This is an optimization exercise on Yosys and OpenROAD, whose aim is small area, a short achievable clock period and few clock cycles, not a production implementation.
The RTL was checked by simulation tests, not by an equivalence proof against the original design.
No activity file was given, so power comes from the tool's default toggle rates.

red:
// mips_core
module mips_core #(
    parameter [31:0] RESET_PC = 32'h0000_0000
) (
    input  wire         clock,
    input  wire         reset,
    output logic [31:0] pc,
    input  wire  [31:0] inst,
    output logic        mem_read,
    output logic        mem_write,
    output logic [31:0] addr,
    output logic [31:0] din,
    input  wire  [31:0] dout
);
For scale: ~3900 cells after synthesis, about 1300 flip-flops, ~160 I/O pins, about 0.062 mm² of cells after synthesis.
==> flow/config.mk <==
export PLATFORM = sky130hd
export DESIGN_NAME = mips_core
export DESIGN_NICKNAME = mips_core
export VERILOG_FILES = /design/flow/design.v
export SDC_FILE = /design/flow/constraint.sdc
export NUM_CORES = 4
export LEC_CHECK = 0
export ABC_CLOCK_PERIOD_IN_PS = 3000
export CAP_MARGIN = 20
export CORE_MARGIN = 2
export CORE_UTILIZATION = 40
export PLACE_DENSITY = 0.55
export SETUP_SLACK_MARGIN = 4
export SLEW_MARGIN = 20
==> flow/constraint.sdc <==
create_clock -name core_clock -period 7.5 [get_ports {clock}]
set_input_delay 1.5000 -clock core_clock [delete_from_list [all_inputs] [get_ports {clock}]]
set_output_delay 1.5000 -clock core_clock [all_outputs]
set_load 0.01 [all_outputs]
standard.sh (not shown) runs the stock make flow with config.mk's settings and CLKGATE_MAP_FILE= SYNTH_SCRIPT=/design/flow/synth_recipe.tcl, a recipe that flattens the netlist after the stock synthesis.
==> flow/flow/run.sh <==
#!/bin/bash
# Own layout flow: the standard ORFS flow (standard.sh), all steps and the
# standard synthesis, with two changes passed as make variables:
#  - the port buffers start as buf_1 instead of the delay cell buffer_ports
#    picks (repair resizes them where timing needs it);
#  - CTS uses clkbuf_8 only and inserts no dummy loads.
# The make output goes to flow_make.log; each ORFS step logs under orfs/logs/.
set -euo pipefail
bash standard.sh \
  "BUFFER_PORTS_ARGS=-buffer_cell sky130_fd_sc_hd__buf_1" \
  "CTS_ARGS=-sink_clustering_enable -repair_clock_nets -dont_use_dummy_load -buf_list sky130_fd_sc_hd__clkbuf_8" \
  finish > flow_make.log 2>&1
Testbench counts of red, summed over its fixed seeds: cycles 176,560.
### red -> blue
- swapping 0.55 for 0.45 in PLACE_DENSITY
- swapping 40 for 30 in CORE_UTILIZATION
## What came out
- blue finished every step from synthesis to the final layout, and the layout passed the timing, DRC and antenna checks.
- Looking only at via count, and setting everything else aside, the lower value of red and blue goes to blue.
- Worst path arrival time was lower in the run labelled red.
- red ended up with x_rt[31]$_DFF_P_ as its worst setup path endpoint; blue ended up with i_reg_file.valid[15]$_DFFE_PP0P_.
- Going from red to blue, met3 layer wire length in the routed design went down by 30%; final instance area +1.3%; met2 routing resource usage after global routing lost 6.0 points; largest fanout of any net on the critical path rose by 1.
- In blue, the final wirelength came out about 6.6% above the value in red.
- For final non-filler cell total, dividing the value from red by the value from blue gives 0.906.
- Between blue and red, it is blue whose sum of internal, switching and leakage power is higher, by 0.38 mW.
### blue -> green
- PLACE_DENSITY: 0.45 -> 0.5
- SETUP_SLACK_MARGIN: 4 -> 4.3
- CORE_UTILIZATION: 30 -> 35
## What came out
- Delta (green minus blue): total routed wirelength lower, logic gate share of total power rose by 2.6 points, post-route standard cell area excluding fillers has increased, layout cell share with drive strength beyond 1 went up by 5.2 points.
- Comparing blue and green, the higher fraction of standard cell area in multi-input logic was measured on green.
- Row number of buffers outside the clock class in the layout: green higher / blue lower
- green vs blue — total power climbed by a few percent
- green vs. blue: met2 capacity usage during global routing went up by 2.7 points, utilization now larger.
Changes in orange relative to green:
- swapping 4.3 for 4 in SETUP_SLACK_MARGIN
[summary]
Post-detailed-routing wire length ends up lower on orange.
Measured slew at the worst slew-check pin in orange is 0.013 ns higher than in green
Portion of total power attributed to the clock network in orange is 1.0 points higher than in green
In orange the worst-case vdd ir drop turned out 17% lower than in green.
green tops out at a higher clock frequency than orange.

========
## run A
The RTL this note starts from:
==> flow/design.v <==
`timescale 1ns/1ps
`default_nettype none
module reg_file (
    input  wire        clock,
    input  wire        reset,
    input  wire [4:0]  rd_addr_a,
    input  wire [4:0]  rd_addr_b,
    input  wire        wr_en,
    input  wire [4:0]  wr_addr,
    input  wire [31:0] wr_data,
    output logic [31:0] rd_data_a,
    output logic [31:0] rd_data_b
);
    logic [31:0] regs [1:31];
    logic [31:1] valid;
    always_ff @(posedge clock or posedge reset) begin
        if (reset) begin
            valid <= '0;
        end else if (wr_en && wr_addr != 5'd0) begin
            valid[wr_addr] <= 1'b1;
        end
    end
    always_ff @(posedge clock) begin
        if (wr_en && wr_addr != 5'd0) begin
            regs[wr_addr] <= wr_data;
        end
    end
    logic [31:1] sel_a;
    logic [31:1] sel_b;
    always_comb begin
        rd_data_a = 32'd0;
        rd_data_b = 32'd0;
        for (int i = 1; i < 32; i++) begin
            sel_a[i]  = (rd_addr_a == 5'(i)) && valid[i];
            sel_b[i]  = (rd_addr_b == 5'(i)) && valid[i];
            rd_data_a = rd_data_a | (regs[i] & {32{sel_a[i]}});
            rd_data_b = rd_data_b | (regs[i] & {32{sel_b[i]}});
        end
    end
endmodule
`default_nettype wire
`timescale 1ns/1ps
`default_nettype none
module mips_core #(
    parameter [31:0] RESET_PC = 32'h0000_0000
) (
    input  wire         clock,
    input  wire         reset,
    output logic [31:0] pc,
    input  wire  [31:0] inst,
    output logic        mem_read,
    output logic        mem_write,
    output logic [31:0] addr,
    output logic [31:0] din,
    input  wire  [31:0] dout
);
    logic [31:2] pc_q;
    logic [5:0]  opcode;
    logic [5:0]  funct;
    logic [4:0]  rs;
    logic [4:0]  rt;
    logic [4:0]  rd;
    logic [31:0] imm_ext;
    assign opcode  = inst[31:26];
    assign rs      = inst[25:21];
    assign rt      = inst[20:16];
    assign rd      = inst[15:11];
    assign funct   = inst[5:0];
    assign imm_ext = {{16{inst[15]}}, inst[15:0]};
    logic is_rtype, is_add, is_sub, is_and, is_or, is_slt;
    logic is_addi, is_lw, is_sw, is_beq;
    logic d_reg_write;
    logic [4:0] d_dest;
    logic d_use_imm;
    logic d_sub;
    assign is_rtype = (opcode == 6'h00);
    assign is_add   = is_rtype && (funct == 6'h20);
    assign is_sub   = is_rtype && (funct == 6'h22);
    assign is_and   = is_rtype && (funct == 6'h24);
    assign is_or    = is_rtype && (funct == 6'h25);
    assign is_slt   = is_rtype && (funct == 6'h2a);
    assign is_addi  = (opcode == 6'h08);
    assign is_lw    = (opcode == 6'h23);
    assign is_sw    = (opcode == 6'h2b);
    assign is_beq   = (opcode == 6'h04);
    assign d_dest      = is_rtype ? rd : rt;
    assign d_reg_write = (is_add || is_sub || is_and || is_or || is_slt || is_addi || is_lw)
                      && (d_dest != 5'd0);
    assign d_use_imm   = is_addi || is_lw || is_sw;
    assign d_sub       = is_sub || is_slt;
    logic        x_valid;       
    logic        x_reg_write;
    logic        x_lw;
    logic        x_sw;
    logic        x_beq;
    logic        x_pred;        
    logic [4:0]  x_dest;
    logic        x_sub;         
    logic        x_use_imm;     
    logic [1:0]  x_sel;         
    logic [31:0] x_a;
    logic [31:0] x_rt;          
    logic [15:0] x_imm;
    logic [31:2] x_alt_pc;      
    logic [31:0] alu;           
    logic        m_reg_write;
    logic        m_lw;
    logic        m_sw;
    logic [4:0]  m_dest;
    logic [31:0] m_res;
    logic [31:0] m_sd;
    logic [31:0] m_result;      
    assign m_result = m_lw ? dout : m_res;
    logic [31:0] rf_a;
    logic [31:0] rf_b;
    reg_file i_reg_file (
        .clock     (clock),
        .reset     (reset),
        .rd_addr_a (rs),
        .rd_addr_b (rt),
        .wr_en     (m_reg_write),
        .wr_addr   (m_dest),
        .wr_data   (m_result),
        .rd_data_a (rf_a),
        .rd_data_b (rf_b)
    );
    logic        x_wr_live;
    logic        fwd_x_a;
    logic        fwd_x_b;
    logic [31:0] rs_val;
    logic [31:0] rt_val;
    assign x_wr_live = x_valid && x_reg_write;
    assign fwd_x_a   = x_wr_live && x_dest == rs;
    assign fwd_x_b   = x_wr_live && x_dest == rt;
    assign rs_val = fwd_x_a ? alu
                  : (m_reg_write && m_dest == rs) ? m_result : rf_a;
    assign rt_val = fwd_x_b ? alu
                  : (m_reg_write && m_dest == rt) ? m_result : rf_b;
    logic stall;
    assign stall = x_valid && x_lw && x_reg_write && (x_dest == rs || x_dest == rt);
    logic        pred;
    logic [31:2] pc_plus_4;
    logic [31:2] target;
    logic        mispredict;
    assign pred      = is_beq && inst[15] && !stall;
    assign pc_plus_4 = pc_q + 30'd1;
    assign target    = pc_plus_4 + imm_ext[29:0];
    always_ff @(posedge clock or posedge reset) begin
        if (reset) begin
            pc_q <= RESET_PC[31:2];
        end else if (mispredict) begin
            pc_q <= x_alt_pc;
        end else if (!stall) begin
            pc_q <= pred ? target : pc_plus_4;
        end
    end
    assign pc = {pc_q, 2'b00};
    always_ff @(posedge clock or posedge reset) begin
        if (reset) begin
            x_valid <= 1'b0;
        end else begin
            x_valid <= !mispredict && !stall;
        end
    end
    always_ff @(posedge clock) begin
        x_reg_write <= d_reg_write;
        x_lw        <= is_lw;
        x_sw        <= is_sw;
        x_beq       <= is_beq;
        x_pred      <= pred;
        x_dest      <= d_dest;
        x_sub       <= d_sub;
        x_sel       <= is_and ? 2'd1 : is_or ? 2'd2 : is_slt ? 2'd3 : 2'd0;
        x_a         <= rs_val;
        x_use_imm   <= d_use_imm;
        x_rt        <= rt_val;
        x_imm       <= inst[15:0];
        x_alt_pc    <= pred ? pc_plus_4 : target;
    end
    logic [31:0] x_b;           
    logic [31:0] sum;
    logic        lt;
    assign x_b = x_use_imm ? {{16{x_imm[15]}}, x_imm} : (x_rt ^ {32{x_sub}});
    assign sum = x_a + x_b + {31'd0, x_sub};
    assign lt  = (x_a[31] == x_b[31]) ? x_a[31] : sum[31];
    always_comb begin
        case (x_sel)
            2'd1:    alu = x_a & x_b;
            2'd2:    alu = x_a | x_b;
            2'd3:    alu = {31'd0, lt};
            default: alu = sum;
        endcase
    end
    assign mispredict = x_valid && x_beq && ((x_a == x_rt) != x_pred);
    always_ff @(posedge clock or posedge reset) begin
        if (reset) begin
            m_reg_write <= 1'b0;
            m_lw        <= 1'b0;
            m_sw        <= 1'b0;
        end else begin
            m_reg_write <= x_valid && x_reg_write;
            m_lw        <= x_valid && x_lw;
            m_sw        <= x_valid && x_sw;
        end
    end
    always_ff @(posedge clock) begin
        m_dest <= x_dest;
        m_res  <= alu;
        m_sd   <= x_rt;
    end
    assign mem_read  = m_lw;
    assign mem_write = m_sw;
    assign addr      = m_res;
    assign din       = m_sd;
endmodule
`default_nettype wire
Settings: LEC_CHECK=0, ABC_CLOCK_PERIOD_IN_PS=2000, CAP_MARGIN=20, CORE_MARGIN=2, CORE_UTILIZATION=30, PLACE_DENSITY=0.45, SETUP_SLACK_MARGIN=4, SLEW_MARGIN=20; clock period 7.5 ns.
Scripts as last shown in full above: flow/flow/run.sh
The flow did not stop early for run A: all stages ran, and the layout cleared the timing, DRC and antenna checks.
Testbench counts of run A, summed over its fixed seeds: cycles 176,560.
## Diff of input files: run B against run A
Settings: PLACE_DENSITY now 0.5, was 0.45; ABC_CLOCK_PERIOD_IN_PS now 3000, was 2000; CORE_UTILIZATION now 35, was 30.
### Flow results
- Cmp run B and run A / cell count / higher: run A
- Lower clock skew goes to run A over run B.
- Going from run A to run B, sequential share of layout area stayed essentially flat; final area did not really move; initial cell density of the core picked up an extra 5.1 points; clock network latency to the later pin of the worst-skew pair now larger.
- Compared with run A, run B shows a routed metal-1 wirelength that is about 8% lower.
- Longest individual stage delay on the worst path was lower in run B than in run A.
- Relative to run A, post-route fraction of the period consumed by the critical path increased by 1.2 points in run B.
What run C does differently from run B at the input level:
Settings: PLACE_DENSITY: 0.5 -> 0.35; CORE_UTILIZATION: 35 -> 22.
-- flow/flow/run.sh --
<<< run B, line 4
#  - the port buffers start as buf_1 instead of the delay cell buffer_ports
#    picks (repair resizes them where timing needs it);
>>> run C, line 4
#  - the port buffers are buf_4 instead of the delay cell buffer_ports picks;
<<< run B, line 10
  "BUFFER_PORTS_ARGS=-buffer_cell sky130_fd_sc_hd__buf_1" \
>>> run C, line 9
  "BUFFER_PORTS_ARGS=-buffer_cell sky130_fd_sc_hd__buf_4" \
Per the comparison of run C with run B, clock network power share higher; count of standard-cell rows higher; critical path depth lower.
Summary of the comparison: minimum clock period is lower in run C, relative to run B.
Utilization run B -> run C: down
Run C vs run B: final area up by a few percent
Max final total power across run C and run B: run C
Compared with run B, run C shows a worst relative slew slack that is 0.88 points lower.
Taking run C as 1.0, run B lands at 0.926 on number of buffers created by CTS.
Diff run C and run B: post-synthesis to final-layout area growth higher in run C

## separate check: timing with driven ports
The flow's constraints put no driver on any port. The routed layouts listed below were extracted and timed again, unchanged, in two steps. Step 1: set_driving_cell puts a clkbuf_16 on clock and a buf_2 on each other input, an assumption about the parent block. Step 2 times the ports against the registers' clock, not the clock port: input delays grow and output delays shrink by t, the midpoint of the rising clock arrivals with the driver on. a / b / c = ideal ports / drivers / drivers and shift; a / b = the first two.
| run | t (ns) | setup WS [ns] | worst hold slack (ns) | latest minus earliest clock arrival (ns) | pins driven straight from the clock port |
|---|---|---|---|---|---|
| red | 0.974 | 3.949 / 3.949 / 3.012 | 0.375 / 0.375 / 0.375 | 0.097 / 0.097 | 1 |
| blue | 0.996 | 3.927 / 3.927 / 3.021 | 0.378 / 0.378 / 0.378 | 0.110 / 0.110 | 1 |
| green | 0.998 | 3.973 / 3.973 / 3.110 | 0.380 / 0.380 / 0.380 | 0.112 / 0.112 | 1 |
| orange | 1.011 | 3.948 / 3.948 / 3.022 | 0.389 / 0.389 / 0.389 | 0.158 / 0.158 | 1 |
| run A | 1.016 | 3.695 / 3.757 / 2.741 | 0.389 / 0.389 / 0.389 | 0.100 / 0.100 | 1 |
| run B | 1.044 | 3.608 / 3.655 / 2.611 | 0.396 / 0.396 / 0.396 | 0.177 / 0.178 | 1 |
| run C | 1.052 | 3.713 / 3.756 / 2.704 | 0.396 / 0.396 / 0.396 | 0.123 / 0.124 | 1 |
After both steps every run listed still meets setup and hold. For run C, which loses most, drivers alone change the setup slack by +0.043 ns; drivers and shift together by -1.009 ns.
